Source: an optimization exercise on an open RTL-to-GDS flow (aim: small area, a short achievable clock period and few clock cycles per item). Production flows keep margins and buffers that such runs may drop.
At most, simulation tests tie the RTL to the original design; equivalence was not proved.
Power is estimated from default activity; no workload was simulated.

// des_top
module des_top (
  input  logic        clk,
  input  logic        rst,
  input  logic        wb_cyc_i,
  input  logic        wb_stb_i,
  input  logic        wb_we_i,
  input  logic [2:0]  wb_adr_i,
  input  logic [31:0] wb_dat_i,
  output logic        wb_ack_o,
  output logic [31:0] wb_dat_o
);
Size: ~1800 cells after synthesis, about 290 flip-flops, roughly 73 I/O pins, ~17000 um^2 of cells after synthesis.
Settings: LEC_CHECK=0, CAP_MARGIN=20, CORE_MARGIN=2, CORE_UTILIZATION=40, CTS_CLUSTER_DIAMETER=100, CTS_CLUSTER_SIZE=30, SETUP_SLACK_MARGIN=4.0, SLEW_MARGIN=20, TNS_END_PERCENT=0; clock period 6.5 ns.
standard.sh (not shown) runs the stock make flow with config.mk's settings and CLKGATE_MAP_FILE= SYNTH_SCRIPT=/design/flow/synth_recipe.tcl, a recipe that flattens the netlist after the stock synthesis.
==> flow/flow/run.sh <==
#!/bin/bash
# Standard layout, with plain buffers on the ports instead of the delay cells
# buffer_ports picks by default.
set -euo pipefail
export BUFFER_PORTS_ARGS="-buffer_cell sky130_fd_sc_hd__buf_2"
bash standard.sh finish > make_finish.log 2>&1
Testbench counts at the start, summed over its fixed seeds: cycles 8,512, items 384.
Next try:
- CTS_CLUSTER_DIAMETER: 100 -> default
- CTS_CLUSTER_SIZE: 30 -> default
=> The changed run completed without violations; via count rose by 1.3%; cell count rose by 1.4%; combinational power rose by about 1%; die area is unchanged.
Next try:
- TNS_END_PERCENT: 0 -> default
What happened:
- hold slack improves by 6.9 ps
- clock-buffer cell count rose by 12
- maximum frequency rose by 6.7%
- sequential cell count does not change
- total power rose by 12%
- synthesized area does not change
- setup slack improves by 170 ps
- wire length rose by 4.2%
- die area is unchanged
Next try:
==> flow/run.sh (new file) <==
#!/bin/bash
# synth_recipe.tcl (not shown) runs the flow's synth.tcl, then flattens the netlist and writes it again
# the make line also repeats each setting of config.mk as NAME=value (left out here)
make -C /OpenROAD-flow-scripts/flow DESIGN_CONFIG=/design/flow/config.mk WORK_HOME=/design/flow/orfs CLKGATE_MAP_FILE= SYNTH_SCRIPT=/design/flow/synth_recipe.tcl finish
removed: flow/flow/run.sh
removed: flow/standard.sh
Outcome: Setup slack gains 26 ps; clock skew drops by 5.4 ps; design area climbs by a few percent; wire length climbs slightly; global-route usage drops by 0.42 points; core utilization climbs by 1.1 points; power drops slightly; non-clock buffer count climbs by 18; fmax climbs slightly; clock-buffer cell count drops by 13; final cell count climbs slightly.

* * *

JK:
des_top, a different RTL version from the one above (not shown whole).
Size: about 350 flip-flops, about 73 I/O pins, about 0.018 mm2 of cells after synthesis.
// des_top
module des_top (
  input  logic        clk,
  input  logic        rst,
  input  logic        wb_cyc_i,
  input  logic        wb_stb_i,
  input  logic        wb_we_i,
  input  logic [2:0]  wb_adr_i,
  input  logic [31:0] wb_dat_i,
  output logic        wb_ack_o,
  output logic [31:0] wb_dat_o
);
export LEC_CHECK = 0
export CAP_MARGIN = 20
export CORE_MARGIN = 2
export CORE_UTILIZATION = 40
export SETUP_SLACK_MARGIN = 4.25
export SLEW_MARGIN = 20
create_clock -name core_clock -period 6.5 [get_ports {clk}]
==> flow/flow/run.sh <==
#!/bin/bash
# Standard layout, with two changes: plain buffers on the ports instead of the
# delay cells buffer_ports picks by default, and the module holding the last
# xor of the round kept apart while Yosys and ABC map the logic, so the late
# S-box outputs meet one xor gate. synth_recipe.tcl flattens it afterwards.
set -euo pipefail
export BUFFER_PORTS_ARGS="-buffer_cell sky130_fd_sc_hd__buf_2"
export SYNTH_KEEP_MODULES="des_xmix"
bash standard.sh finish > make_finish.log 2>&1
Every stage of the flow completed for JK, and the final layout passed the timing, design-rule and antenna checks.
### JK -> MS
Settings: SETUP_SLACK_MARGIN changed from 4.25 to 4.0.
Going from JK to MS, the total power of the final layout was found to have gone down by 0.045 mW. Measured against each other, MS and JK differ in met2 layer wire length in the routed design, the lower figure coming from MS. In the flow results for MS and JK, the total met3 wirelength after detailed routing is smaller on MS. Relative to JK, the count of fill cells added during filler insertion of MS is higher by 30. Hold slack was higher in JK than in MS. MS reports its highest-delay cell along the critical path as sky130_fd_sc_hd__dfxtp_1 while JK reports sky130_fd_sc_hd__dfxtp_2. Relative to JK, MS improves design area. Fraction of area in multi-input gates on MS is down relative to JK. In MS, the non-clock buffering overhead in the final layout came out 1.1 points below the value in JK.
Function was not checked in any run of this note: the RTL went through the layout flow alone.

* * *

== harbor ==
des_top, a different RTL version from the one above (not shown whole).
Size in the first run: about 1700 cells after synthesis, ~73 I/O pins, roughly 17000 µm² of cells after synthesis.
Design des_top, start of the top module:
module des_top (
  input  logic        clk,
  input  logic        rst,
  input  logic        wb_cyc_i,
  input  logic        wb_stb_i,
  input  logic        wb_we_i,
  input  logic [2:0]  wb_adr_i,
  input  logic [31:0] wb_dat_i,
  output logic        wb_ack_o,
  output logic [31:0] wb_dat_o
);
Settings: LEC_CHECK=0, CAP_MARGIN=20, CORE_MARGIN=2, CORE_UTILIZATION=40, SETUP_SLACK_MARGIN=4.15, SLEW_MARGIN=20, TNS_END_PERCENT=30; clock period 6.5 ns.
Scripts as last shown in full above: flow/flow/run.sh
Testbench counts of harbor, summed over its fixed seeds: cycles 8,512, items 384.
Input changes introduced in willow (baseline for comparison: harbor):
- putting CTS_CLUSTER_DIAMETER at 80 where nothing was set
- putting CTS_CLUSTER_SIZE at 20 where nothing was set
- clearing TNS_END_PERCENT, which used to be 30
- swapping 40 for 50 in CORE_UTILIZATION
Notes after the runs:
The reg-to-reg setup timing slack of willow was inferior to that of harbor.
Most used routing layer in global routing = met1: willow; most used routing layer in global routing = met2: harbor
Routed wire length for willow is lower than for harbor.
Diff harbor and willow: fraction of layout instances using a drive strength above 1 lower in willow
Of willow and harbor, it is willow that has the lower transition time of the tightest slew-check pin.
willow reached the final stage; the timing, design-rule and antenna checks on its layout passed.
willow against harbor: worst slack on hold paths -0.016 ns, post-placement setup slack +0.049 ns, tap cell instance count -130, post-route total power -6.3%.
--- input diff willow..garnet ---
- CTS_CLUSTER_SIZE no longer set, was 20
- SETUP_SLACK_MARGIN now 4.3, was 4.15
- CTS_CLUSTER_DIAMETER no longer set, was 80
- CORE_UTILIZATION now 40, was 50
Findings:
Relative to willow, the number of non-clock buffers of garnet is higher by 25.
Compared to willow, garnet has portion of the clock cycle consumed by the worst path in the final layout 0.79 points lower.
Run comparison: willow critical path start-end classification reg -> reg; garnet critical path start-end classification reg -> out
Changes observed in garnet relative to willow: portion of total power attributed to sequential cells down 4.2 points, number of gates given a new drive strength after cts shows an increase of 180%, global routing usage on met3 lost 0.15 points.
garnet reports its source of the critical timing path as wb_regs_inst.dat_q[29] while willow reports engine_inst.x_q[15].
willow → garnet: die area went up by 8900 µm², total placed cells including tap cells +about 6%, global routing met1 resource utilization down 11 points, clock transition time at the flip-flop clock pins of the worst setup and hold paths held steady.
Of the two candidates, willow has the better static leakage and garnet the worse one.
Here is what was changed in the inputs of fjord compared with garnet.
- a change of CORE_UTILIZATION from 40 to 50
- a change of SETUP_SLACK_MARGIN from 4.3 to 4.15
[summary]
Relative to garnet, the die area measured on fjord has decreased by more than 10%.
From garnet to fjord the numbers moved as follows: global routing usage on met3 rose 0.91 points; final number of hold-violating endpoints about even; utilization after layout rose 10 points; relative area change from synthesis to final layout fell 3.6 points.
Compared with garnet, fjord degrades total power after layout.
Measured against each other, garnet and fjord differ in final cycle utilization of the critical path, the lower figure coming from fjord.
Note that the combinational power recorded for fjord amounts to 0.923 times the value seen in garnet.
fjord finished every step from synthesis to the final layout, and the layout passed the timing, design-rule and antenna checks.
fjord vs garnet — clock network power share rose 4.3 points.
[compare] base=garnet new=fjord: leakage component of the power moved down; non-clock buffer total of the final layout moved down.
Setup changes, fjord to ember
- swapping 50 for 40 in CORE_UTILIZATION
- swapping 4.15 for 4.0 in SETUP_SLACK_MARGIN
Findings:
ember has completed all stages; timing, DRC and antenna checks passed. Cell count: ember higher than fjord. Against fjord, ember comes in about 24% higher on area of the die. Between fjord and ember, maximum frequency is lower for ember, fjord comes in above that. ember vs fjord, via density per instance went down by 5.9%. Compared with fjord, ember shows area of all placed cells without fillers that has gone down by a few percent. Routing usage on met1: ember vs fjord down 13 points.

* * *

== v6 ==
des_top again, from the RTL that the note above started with.
clock: 6.5 ns
lec_check: 0
cap_margin: 20
core_margin: 2
core_utilization: 50
cts_cluster_diameter: 80
cts_cluster_size: 20
setup_slack_margin: 4.2
slew_margin: 20
Scripts as last shown in full above: flow/flow/run.sh
Testbench counts of v6, summed over its fixed seeds: cycles 8,512, items 384.
### v6 -> v7
# v6
export LEC_CHECK = 0
export CAP_MARGIN = 20
export CORE_MARGIN = 2
export CORE_UTILIZATION = 50
export CTS_CLUSTER_DIAMETER = 80
export CTS_CLUSTER_SIZE = 20
export SETUP_SLACK_MARGIN = 4.2
export SLEW_MARGIN = 20
create_clock -name core_clock -period 6.5 [get_ports {clk}]
# v7
export LEC_CHECK = 0
export CAP_MARGIN = 20
export CORE_MARGIN = 2
export CORE_UTILIZATION = 40
export SETUP_SLACK_MARGIN = 4.15
export SLEW_MARGIN = 20
create_clock -name core_clock -period 6.5 [get_ports {clk}]
## What came out
- Having completed the whole flow, v7 delivered a layout that passed the timing, design-rule and antenna checks.
- Diff v7 and v6: total power divided by cell area higher in v7
- In the metrics for v7 and v6, the one carrying the higher total routing usage reported by global routing is v6.
- v7 — number of clock buffer instances in the layout about 34% higher, v6 as reference
- Looking at final-layout non-clock buffer area share, v7 sits 1.3 points lower than v6 does.
- Number of optimization iterations in the first detailed-route pass: v7 vs v6 down 1
- Run comparison: v6 top routing layer in use met4; v7 top routing layer in use met5

-- afterwards: timing with drivers on the ports --
Ports are ideal in the flow. The routed layouts listed here were re-timed in OpenROAD. Step 1 (the two cells are an assumption about what drives the block):
set clk [get_ports {clk}]
set_driving_cell -lib_cell sky130_fd_sc_hd__clkbuf_16 $clk
set_driving_cell -lib_cell sky130_fd_sc_hd__buf_2 [delete_from_list [all_inputs] $clk]
Step 2 adds t to the input delays and takes it off the output delays; t is the mean of the earliest and latest rising clock arrival at the registers after step 1. Input paths then give back, and output paths get back, about the clock's delay inside the block. a / b / c = no drivers / after step 1 / after step 2; a / b = the first two.
| run | t (ns) | setup WS [ns] | cell pins on the clock port's net |
|---|---|---|---|
| the first run of note 1 | 0.555 | 3.796 / 3.796 / 3.308 | 1 |
| the second run of note 1 | 0.614 | 3.798 / 3.798 / 3.284 | 1 |
| the third run of note 1 | 0.593 | 3.967 / 3.967 / 3.490 | 1 |
| the fourth run of note 1 | 0.623 | 3.993 / 3.961 / 3.403 | 1 |
| JK | 0.571 | 4.188 / 4.134 / 3.773 | 1 |
| MS | 0.575 | 4.081 / 4.033 / 3.611 | 1 |
| harbor | 0.615 | 3.991 / 4.022 / 3.407 | 1 |
| willow | 0.572 | 4.098 / 4.095 / 3.621 | 1 |
| garnet | 0.619 | 4.149 / 4.095 / 3.663 | 1 |
| fjord | 0.573 | 4.170 / 4.116 / 3.658 | 1 |
| ember | 0.620 | 4.033 / 4.021 / 3.441 | 1 |
| v6 | 0.570 | 4.196 / 4.141 / 3.719 | 1 |
| v7 | 0.610 | 4.153 / 4.103 / 3.582 | 1 |
After both steps setup and hold are still met in every run listed. For ember, which loses most, drivers alone change the setup slack by -0.012 ns; drivers and shift together by -0.592 ns.
